This is an optimization exercise on Yosys and OpenROAD, whose aim is small area and a short achievable clock period, not a production implementation. Power and IR drop assume default switching activity.

==> inputs of harbor <==
==> flow/design.v <==
package dma_pkg;
  localparam int DMA_BEAT_W = 128;
  localparam int DMA_WORD_W = 32;
  localparam int DMA_LANES  = 4;
  localparam logic [15:0] DMA_HDR_MAGIC = 16'hD5A7;
  localparam int MAGIC_HI = 31;
  localparam int MAGIC_LO = 16;
  localparam int LEN_HI   = 15;
  localparam int LEN_LO   = 0;
  typedef enum logic {
    RX_HDR,
    RX_PAYLOAD
  } rx_state_e;
  function automatic logic [DMA_WORD_W-1:0] beat_lane(
    input logic [DMA_BEAT_W-1:0] beat,
    input logic [1:0]            lane
  );
    beat_lane = beat[lane*DMA_WORD_W +: DMA_WORD_W];
  endfunction
endpackage
module dma_rx_fifo #(
  parameter int DEPTH = 16,
  parameter int WIDTH = 128
) (
  input  logic                   clk,
  input  logic [DEPTH-1:0]       we,
  input  logic [WIDTH-1:0]       wdata,
  input  logic [DEPTH-1:0]       rd_oh,
  input  logic [3*DEPTH-1:0]     nsel,      
  output logic [WIDTH/4-1:0]     nxt_word,
  output logic [WIDTH/4-1:0]     hdr_word
);
  localparam int WW = WIDTH / 4;
  logic [DEPTH*WIDTH-1:0] mem;
  always_ff @(posedge clk) begin
    for (int e = 0; e < DEPTH; e++)
      if (we[e]) mem[e*WIDTH +: WIDTH] <= wdata;
  end
  always_comb begin
    nxt_word = '0;
    hdr_word = '0;
    for (int e = 0; e < DEPTH; e++) begin
      for (int l = 1; l < 4; l++)
        nxt_word = nxt_word | ({WW{nsel[3*e+l-1]}} & mem[e*WIDTH + l*WW +: WW]);
      hdr_word = hdr_word | ({WW{rd_oh[(e+DEPTH-1)%DEPTH]}} & mem[e*WIDTH +: WW]);
    end
  end
endmodule
module dma_rx_unpacker #(
  parameter int          FIFO_DEPTH = 16,
  parameter logic [15:0] HDR_MAGIC  = dma_pkg::DMA_HDR_MAGIC,
  localparam int         LVL_W      = $clog2(FIFO_DEPTH) + 1
) (
  input  logic                  clk,
  input  logic                  reset_n,
  input  logic [dma_pkg::DMA_BEAT_W-1:0] dma_read_data,
  input  logic                  dma_read_valid,
  output logic [dma_pkg::DMA_WORD_W-1:0] out_data,
  output logic                  out_valid,
  input  logic                  out_ready,
  output logic                  out_last,
  output logic [LVL_W-1:0]      fifo_level,
  output logic                  overflow,
  input  logic                  ovf_clr,
  output logic                  frame_err,
  output logic [31:0]           frame_cnt,
  output logic [31:0]           drop_cnt
);
  localparam int AW = $clog2(FIFO_DEPTH);
  logic [AW-1:0]           wr_ptr, wr_ptr_d;
  logic [FIFO_DEPTH-1:0]   wr_en;       
  logic [FIFO_DEPTH-1:0]   rd_oh, rd_oh_d;
  logic [3*FIFO_DEPTH-1:0] nsel;        
  logic [FIFO_DEPTH-1:0]   we;
  logic [LVL_W-1:0]        level_d;
  logic                    full, empty, lvl_le1, lvl_1;
  logic                    push, pop;
  logic                    pay;         
  logic                    ov;          
  logic [3:0]              lane, lane_d;   
  logic [15:0]             rem;
  logic                    rem1;        
  logic [15:0]             hdr_magic;   
  logic [15:0]             hdr_len;
  logic                    hdr_ok, hdr_len0, hdr_len1;
  logic [31:0]             od;          
  logic [31:0]             nxt_word, hdr_word, w_word;
  logic                    hs, hdr_act, accept, last, lane3;
  logic                    hact;        
  logic                    step, wrap;   
  logic [3*FIFO_DEPTH-1:0] nsel_d;
  assign push = dma_read_valid & ~full;
  assign we   = {FIFO_DEPTH{dma_read_valid}} & wr_en;
  dma_rx_fifo #(
    .DEPTH (FIFO_DEPTH),
    .WIDTH (dma_pkg::DMA_BEAT_W)
  ) u_fifo (
    .clk      (clk),
    .we       (we),
    .wdata    (dma_read_data),
    .rd_oh    (rd_oh),
    .nsel     (nsel),
    .nxt_word (nxt_word),
    .hdr_word (hdr_word)
  );
  assign w_word  = dma_read_data[31:0];
  assign hs      = ov & out_ready;
  assign hdr_act = hact;
  assign accept  = hact & hdr_ok & ~hdr_len0;
  assign last    = rem1;
  assign lane3   = lane[3];
  assign step    = hs & ~last & ~lane3;
  assign wrap    = hs & (last | lane3);
  assign pop     = (hact & (~hdr_ok | hdr_len0)) | wrap;
  logic sel_nxt, sel_hdr, sel_w, sel_hold;
  logic pay_d, empty_d, valid_d, rem1_d;
  assign sel_nxt  = accept | step;
  assign sel_hdr  = hs & ~last & lane3 & ~lvl_le1;
  assign sel_w    = pay & dma_read_valid & (empty | (hs & ~last & lane3 & lvl_1));
  assign sel_hold = ov & ~out_ready;
  assign hdr_ok   = (hdr_magic == HDR_MAGIC);
  assign hdr_len0 = (hdr_len == 16'd0);
  assign hdr_len1 = (hdr_len == 16'd1);
  logic inc, dec, keep;
  logic full_d, lvl_1_d, lvl_le1_d;
  logic lvl_2, lvl_top;
  logic [LVL_W-1:0] level_inc, level_dec;
  assign lvl_2     = (fifo_level == LVL_W'(2));
  assign lvl_top   = (fifo_level == LVL_W'(FIFO_DEPTH - 1));
  assign level_inc = fifo_level + 1'b1;
  assign level_dec = fifo_level - 1'b1;
  assign inc       = push & ~pop;
  assign dec       = pop & ~push;
  assign keep      = ~(inc | dec);
  assign level_d   = ({LVL_W{inc}} & level_inc) | ({LVL_W{dec}} & level_dec) |
                     ({LVL_W{keep}} & fifo_level);
  assign full_d    = ~pop & (full | (lvl_top & push));
  assign empty_d   = ~push & (empty | (lvl_1 & pop));
  assign lvl_1_d   = (empty & push) | (lvl_1 & keep) | (lvl_2 & dec);
  assign lvl_le1_d = empty_d | lvl_1_d;
  assign wr_ptr_d = wr_ptr + AW'(push);
  assign pay_d    = accept | (pay & ~(hs & last));
  assign valid_d  = pay_d & ~empty_d;
  assign rem1_d   = accept ? hdr_len1 : (hs ? (rem == 16'd2) : rem1);
  assign lane_d   = accept ? 4'b0010 : step ? {lane[2:0], 1'b0} : pop ? 4'b0001 : lane;
  assign rd_oh_d  = pop ? {rd_oh[FIFO_DEPTH-2:0], rd_oh[FIFO_DEPTH-1]} : rd_oh;
  always_comb begin
    for (int e = 0; e < FIFO_DEPTH; e++) begin
      nsel_d[3*e]   = pop ? rd_oh[(e+FIFO_DEPTH-1)%FIFO_DEPTH] : (~accept & ~step & nsel[3*e]);
      nsel_d[3*e+1] = accept ? rd_oh[e] : step ? nsel[3*e] : (~pop & nsel[3*e+1]);
      nsel_d[3*e+2] = step ? nsel[3*e+1] : (~accept & ~pop & nsel[3*e+2]);
    end
  end
  always_ff @(posedge clk or negedge reset_n) begin
    if (!reset_n) begin
      out_data  <= '0;
      out_valid <= 1'b0;
      out_last  <= 1'b0;
      ov        <= 1'b0;
    end else begin
      out_data  <= ({32{sel_nxt}}  & nxt_word) |
                   ({32{sel_hdr}}  & hdr_word) |
                   ({32{sel_w}}    & w_word)   |
                   ({32{sel_hold}} & od);
      out_valid <= valid_d;
      ov        <= valid_d;
      out_last  <= valid_d & rem1_d;
    end
  end
  always_ff @(posedge clk) begin
    od <= sel_hold ? od : (sel_hdr ? hdr_word : (sel_w ? w_word : nxt_word));
  end
  logic [31:0] hdr_src;
  assign hdr_src = lvl_le1 ? w_word : hdr_word;
  always_ff @(posedge clk) begin
    hdr_magic <= hdr_src[31:16];
    hdr_len   <= hdr_src[15:0];
  end
  always_ff @(posedge clk or negedge reset_n) begin
    if (!reset_n) begin
      pay        <= 1'b0;
      lane       <= 4'b0001;
      rem        <= '0;
      rem1       <= 1'b0;
      frame_err  <= 1'b0;
      wr_ptr     <= '0;
      wr_en      <= FIFO_DEPTH'(1);
      rd_oh      <= FIFO_DEPTH'(1);
      nsel       <= (3*FIFO_DEPTH)'(1);
      hact       <= 1'b0;
      fifo_level <= '0;
      full       <= 1'b0;
      empty      <= 1'b1;
      lvl_le1    <= 1'b1;
      lvl_1      <= 1'b0;
    end else begin
      frame_err <= hdr_act & ~hdr_ok;
      pay       <= pay_d;
      rem1      <= rem1_d;
      lane      <= lane_d;
      rd_oh     <= rd_oh_d;
      nsel      <= nsel_d;
      hact      <= ~pay_d & ~empty_d;
      if (accept)  rem <= hdr_len;
      else if (hs) rem <= rem - 16'd1;
      wr_ptr     <= wr_ptr_d;
      for (int e = 0; e < FIFO_DEPTH; e++)
        wr_en[e] <= (wr_ptr_d == AW'(e)) & ~full_d;
      fifo_level <= level_d;
      full       <= full_d;
      empty      <= empty_d;
      lvl_le1    <= lvl_le1_d;
      lvl_1      <= lvl_1_d;
    end
  end
  always_ff @(posedge clk or negedge reset_n) begin
    if (!reset_n)                   overflow <= 1'b0;
    else if (dma_read_valid & full) overflow <= 1'b1;
    else if (ovf_clr)               overflow <= 1'b0;
  end
  logic frame_done;
  assign frame_done = (hdr_act & hdr_ok & hdr_len0) | (hs & last);
  always_ff @(posedge clk or negedge reset_n) begin
    if (!reset_n) begin
      frame_cnt <= '0;
      drop_cnt  <= '0;
    end else begin
      if (frame_done)            frame_cnt <= frame_cnt + 32'd1;
      if (dma_read_valid & full) drop_cnt  <= drop_cnt + 32'd1;
    end
  end
endmodule
==> flow/run.sh <==
#!/bin/bash
# synth_recipe.tcl (not shown) runs the flow's synth.tcl, then flattens the netlist and writes it again
# the make line also repeats each setting of config.mk as NAME=value (left out here)
make -C /OpenROAD-flow-scripts/flow DESIGN_CONFIG=/design/flow/config.mk WORK_HOME=/design/flow/orfs CLKGATE_MAP_FILE= SYNTH_SCRIPT=/design/flow/synth_recipe.tcl finish
==> flow/config.mk <==
export PLATFORM = sky130hd
export DESIGN_NAME = dma_rx_unpacker
export DESIGN_NICKNAME = dma_rx_unpacker
export VERILOG_FILES = /design/flow/design.v
export SDC_FILE = /design/flow/constraint.sdc
export NUM_CORES = 4
export LEC_CHECK = 0
export CAP_MARGIN = 20
export CORE_MARGIN = 2
export CORE_UTILIZATION = 40
export CTS_CLUSTER_DIAMETER = 80
export CTS_CLUSTER_SIZE = 25
export SETUP_SLACK_MARGIN = 3.1
export SLEW_MARGIN = 20
==> flow/constraint.sdc <==
create_clock -name core_clock -period 5.5 [get_ports {clk}]
set_input_delay 1.1000 -clock core_clock [delete_from_list [all_inputs] [get_ports {clk}]]
set_output_delay 1.1000 -clock core_clock [all_outputs]
set_load 0.01 [all_outputs]
==> inputs of pepper, as changes to harbor <==
==> flow/design.v, changed modules only <==
module dma_rx_fifo #(
  parameter int DEPTH = 16,
  parameter int WIDTH = 128
) (
  input  logic                   clk,
  input  logic [DEPTH-1:0]       we,        
  input  logic [DEPTH-1:0]       hold,      
  input  logic [WIDTH-1:0]       wdata,
  input  logic [DEPTH-1:0]       rd_oh,
  input  logic [3*DEPTH-1:0]     nsel,      
  output logic [WIDTH/4-1:0]     nxt_word,
  output logic [WIDTH/4-1:0]     hdr_word
);
  localparam int WW = WIDTH / 4;
  logic [DEPTH*WIDTH-1:0] mem;
  always_ff @(posedge clk) begin
    for (int e = 0; e < DEPTH; e++)
      mem[e*WIDTH +: WIDTH] <= ({WIDTH{hold[e]}} & mem[e*WIDTH +: WIDTH]) |
                               ({WIDTH{we[e]}}   & wdata);
  end
  always_comb begin
    nxt_word = '0;
    hdr_word = '0;
    for (int e = 0; e < DEPTH; e++) begin
      for (int l = 1; l < 4; l++)
        nxt_word = nxt_word | ({WW{nsel[3*e+l-1]}} & mem[e*WIDTH + l*WW +: WW]);
      hdr_word = hdr_word | ({WW{rd_oh[(e+DEPTH-1)%DEPTH]}} & mem[e*WIDTH +: WW]);
    end
  end
endmodule
module dma_rx_unpacker #(
  parameter int          FIFO_DEPTH = 16,
  parameter logic [15:0] HDR_MAGIC  = dma_pkg::DMA_HDR_MAGIC,
  localparam int         LVL_W      = $clog2(FIFO_DEPTH) + 1
) (
  input  logic                  clk,
  input  logic                  reset_n,
  input  logic [dma_pkg::DMA_BEAT_W-1:0] dma_read_data,
  input  logic                  dma_read_valid,
  output logic [dma_pkg::DMA_WORD_W-1:0] out_data,
  output logic                  out_valid,
  input  logic                  out_ready,
  output logic                  out_last,
  output logic [LVL_W-1:0]      fifo_level,
  output logic                  overflow,
  input  logic                  ovf_clr,
  output logic                  frame_err,
  output logic [31:0]           frame_cnt,
  output logic [31:0]           drop_cnt
);
  localparam int AW = $clog2(FIFO_DEPTH);
  logic [AW-1:0]           wr_ptr, wr_ptr_d;
  logic [FIFO_DEPTH-1:0]   wr_en;       
  logic [FIFO_DEPTH-1:0]   wr_en_n;     
  logic [FIFO_DEPTH-1:0]   hold;
  logic [FIFO_DEPTH-1:0]   rd_oh, rd_oh_d;
  logic [3*FIFO_DEPTH-1:0] nsel;        
  logic [FIFO_DEPTH-1:0]   we;
  logic [LVL_W-1:0]        level_d;
  logic                    full, empty, lvl_le1, lvl_1;
  logic                    push, pop;
  logic                    pay;         
  logic                    ov;          
  logic [3:0]              lane, lane_d;   
  logic [15:0]             rem;
  logic                    rem1;        
  logic                    hdr_ok;      
  logic [15:0]             hdr_len;
  logic                    hdr_len0, hdr_len1;
  logic [31:0]             nxt_word, hdr_word, w_word;
  logic                    hs, hdr_act, accept, last, lane3;
  assign push = dma_read_valid & ~full;
  assign we   = {FIFO_DEPTH{dma_read_valid}} & wr_en;
  assign hold = {FIFO_DEPTH{~dma_read_valid}} | wr_en_n;
  dma_rx_fifo #(
    .DEPTH (FIFO_DEPTH),
    .WIDTH (dma_pkg::DMA_BEAT_W)
  ) u_fifo (
    .clk      (clk),
    .we       (we),
    .hold     (hold),
    .wdata    (dma_read_data),
    .rd_oh    (rd_oh),
    .nsel     (nsel),
    .nxt_word (nxt_word),
    .hdr_word (hdr_word)
  );
  assign w_word  = dma_read_data[31:0];
  assign hs      = ov & out_ready;
  assign hdr_act = ~pay & ~empty;
  assign accept  = hdr_act & hdr_ok & ~hdr_len0;
  assign last    = rem1;
  assign lane3   = lane[3];
  assign pop     = (hdr_act & (~hdr_ok | hdr_len0)) | (hs & (last | lane3));
  logic sel_nxt, sel_hdr, sel_w, sel_hold;
  logic pay_d, empty_d, valid_d, rem1_d;
  assign sel_nxt  = accept | (hs & ~last & ~lane3);
  assign sel_hdr  = hs & ~last & lane3 & ~lvl_le1;
  assign sel_w    = pay & dma_read_valid & (empty | (hs & ~last & lane3 & lvl_1));
  assign sel_hold = ov & ~out_ready;
  logic inc, dec, keep;
  logic full_d, lvl_1_d, lvl_le1_d;
  logic lvl_2, lvl_top;
  logic [LVL_W-1:0] level_inc, level_dec;
  assign lvl_2     = (fifo_level == LVL_W'(2));
  assign lvl_top   = (fifo_level == LVL_W'(FIFO_DEPTH - 1));
  assign level_inc = fifo_level + 1'b1;
  assign level_dec = fifo_level - 1'b1;
  assign inc       = push & ~pop;
  assign dec       = pop & ~push;
  assign keep      = ~(inc | dec);
  assign level_d   = ({LVL_W{inc}} & level_inc) | ({LVL_W{dec}} & level_dec) |
                     ({LVL_W{keep}} & fifo_level);
  assign full_d    = ~pop & (full | (lvl_top & push));
  assign empty_d   = ~push & (empty | (lvl_1 & pop));
  assign lvl_1_d   = (empty & push) | (lvl_1 & keep) | (lvl_2 & dec);
  assign lvl_le1_d = empty_d | lvl_1_d;
  assign wr_ptr_d = wr_ptr + AW'(push);
  assign pay_d    = accept | (pay & ~(hs & last));
  assign valid_d  = pay_d & ~empty_d;
  assign rem1_d   = accept ? hdr_len1 : (hs ? (rem == 16'd2) : rem1);
  assign lane_d   = accept ? 4'b0010 : (hs ? (last ? 4'b0001 : {lane[2:0], lane[3]}) : lane);
  assign rd_oh_d  = pop ? {rd_oh[FIFO_DEPTH-2:0], rd_oh[FIFO_DEPTH-1]} : rd_oh;
  always_ff @(posedge clk or negedge reset_n) begin
    if (!reset_n) begin
      out_data  <= '0;
      out_valid <= 1'b0;
      out_last  <= 1'b0;
      ov        <= 1'b0;
    end else begin
      out_data  <= ({32{sel_nxt}}  & nxt_word) |
                   ({32{sel_hdr}}  & hdr_word) |
                   ({32{sel_w}}    & w_word)   |
                   ({32{sel_hold}} & out_data);
      out_valid <= valid_d;
      ov        <= valid_d;
      out_last  <= valid_d & rem1_d;
    end
  end
  logic [31:0] hdr_src;
  assign hdr_src = lvl_le1 ? w_word : hdr_word;
  always_ff @(posedge clk) begin
    hdr_ok   <= (hdr_src[31:16] == HDR_MAGIC);
    hdr_len  <= hdr_src[15:0];
    hdr_len0 <= (hdr_src[15:0] == 16'd0);
    hdr_len1 <= (hdr_src[15:0] == 16'd1);
  end
  always_ff @(posedge clk or negedge reset_n) begin
    if (!reset_n) begin
      pay        <= 1'b0;
      lane       <= 4'b0001;
      rem        <= '0;
      rem1       <= 1'b0;
      frame_err  <= 1'b0;
      wr_ptr     <= '0;
      wr_en      <= FIFO_DEPTH'(1);
      wr_en_n    <= ~FIFO_DEPTH'(1);
      rd_oh      <= FIFO_DEPTH'(1);
      nsel       <= (3*FIFO_DEPTH)'(1);
      fifo_level <= '0;
      full       <= 1'b0;
      empty      <= 1'b1;
      lvl_le1    <= 1'b1;
      lvl_1      <= 1'b0;
    end else begin
      frame_err <= hdr_act & ~hdr_ok;
      pay       <= pay_d;
      rem1      <= rem1_d;
      lane      <= lane_d;
      rd_oh     <= rd_oh_d;
      for (int e = 0; e < FIFO_DEPTH; e++)
        for (int l = 0; l < 3; l++)
          nsel[3*e+l] <= rd_oh_d[e] & lane_d[l];
      if (accept)  rem <= hdr_len;
      else if (hs) rem <= rem - 16'd1;
      wr_ptr     <= wr_ptr_d;
      for (int e = 0; e < FIFO_DEPTH; e++) begin
        wr_en[e]   <= (wr_ptr_d == AW'(e)) & ~full_d;
        wr_en_n[e] <= (wr_ptr_d != AW'(e)) | full_d;
      end
      fifo_level <= level_d;
      full       <= full_d;
      empty      <= empty_d;
      lvl_le1    <= lvl_le1_d;
      lvl_1      <= lvl_1_d;
    end
  end
  always_ff @(posedge clk or negedge reset_n) begin
    if (!reset_n)                   overflow <= 1'b0;
    else if (dma_read_valid & full) overflow <= 1'b1;
    else if (ovf_clr)               overflow <= 1'b0;
  end
  logic frame_done;
  assign frame_done = (hdr_act & hdr_ok & hdr_len0) | (hs & last);
  always_ff @(posedge clk or negedge reset_n) begin
    if (!reset_n) begin
      frame_cnt <= '0;
      drop_cnt  <= '0;
    end else begin
      if (frame_done)            frame_cnt <= frame_cnt + 32'd1;
      if (dma_read_valid & full) drop_cnt  <= drop_cnt + 32'd1;
    end
  end
endmodule
Settings changed: SETUP_SLACK_MARGIN 3.1 to 3.05.
==> run summary <==
| quantity | harbor | pepper |
|---|---|---|
| Run status | finished clean | finished clean |
| Crit path launch | out_data[4] | rd_oh[15] |
| Gate power share | 0.087 | 0.245 |
| Number of tap instances | 2821 | 2704 |
| Proportion of power drawn by the clock network | 0.279 | 0.204 |
| DP HPWL | 165 mm | 187 mm |
| Fraction of area in clock buffers and inverters | 0.0349 | 0.0392 |
| Power density cells | 359 nW/um^2 | 535 nW/um^2 |
| Global routing usage summed across all routing layers | 0.269 | 0.338 |
| Cell area after synthesis | 85500 sq um | 82900 sq um |
| First-pass GRT wire length | 408 mm | 519 mm |
| Peak VDD IR | 0.286 mV | 0.286 mV |
| Count of flip-flops with a built-in enable after synthesis | 2080 | 0 |
| Power after layout | 35.1 mW | 50.6 mW |
| Post-CTS Setup Inserts | 148 | 159 |
| Met1 usage in global routing | 0.378 | 0.448 |
| Wire length reported by the detailed router | 301 mm | 380 mm |
| Post-layout nets | 5122 | 7133 |
Function was not checked in any run of this note: the RTL went through the layout flow alone.

[static timing again, ports no longer ideal]
In the flow no input, the clock included, has a driving cell. The finished layouts below were timed again as built, in two steps.
Step 1, drivers: a clkbuf_16 drives clk and a buf_2 each remaining input, both assumed.
Step 2 also shifts input and output timing later by t, the mid clock arrival at the registers, as if the neighbouring blocks saw the same clock.
a / b / c = ideal / step 1 / step 2; a / b = the first two.
run	shift t [ns]	setup WS [ns]	hold slack, ns	clock arrival spread, ns	worst slew at a driven data input, ns
harbor	0.890	2.945 / 2.854 / 2.311	0.232 / 0.191 / 0.485	0.055 / 0.054	0.17
pepper	0.917	2.923 / 2.862 / 2.115	0.244 / 0.237 / 0.432	0.075 / 0.074	0.28
After both steps every run listed still meets setup and hold. For pepper, which loses most, drivers alone change the setup slack by -0.061 ns; drivers and shift together by -0.808 ns.
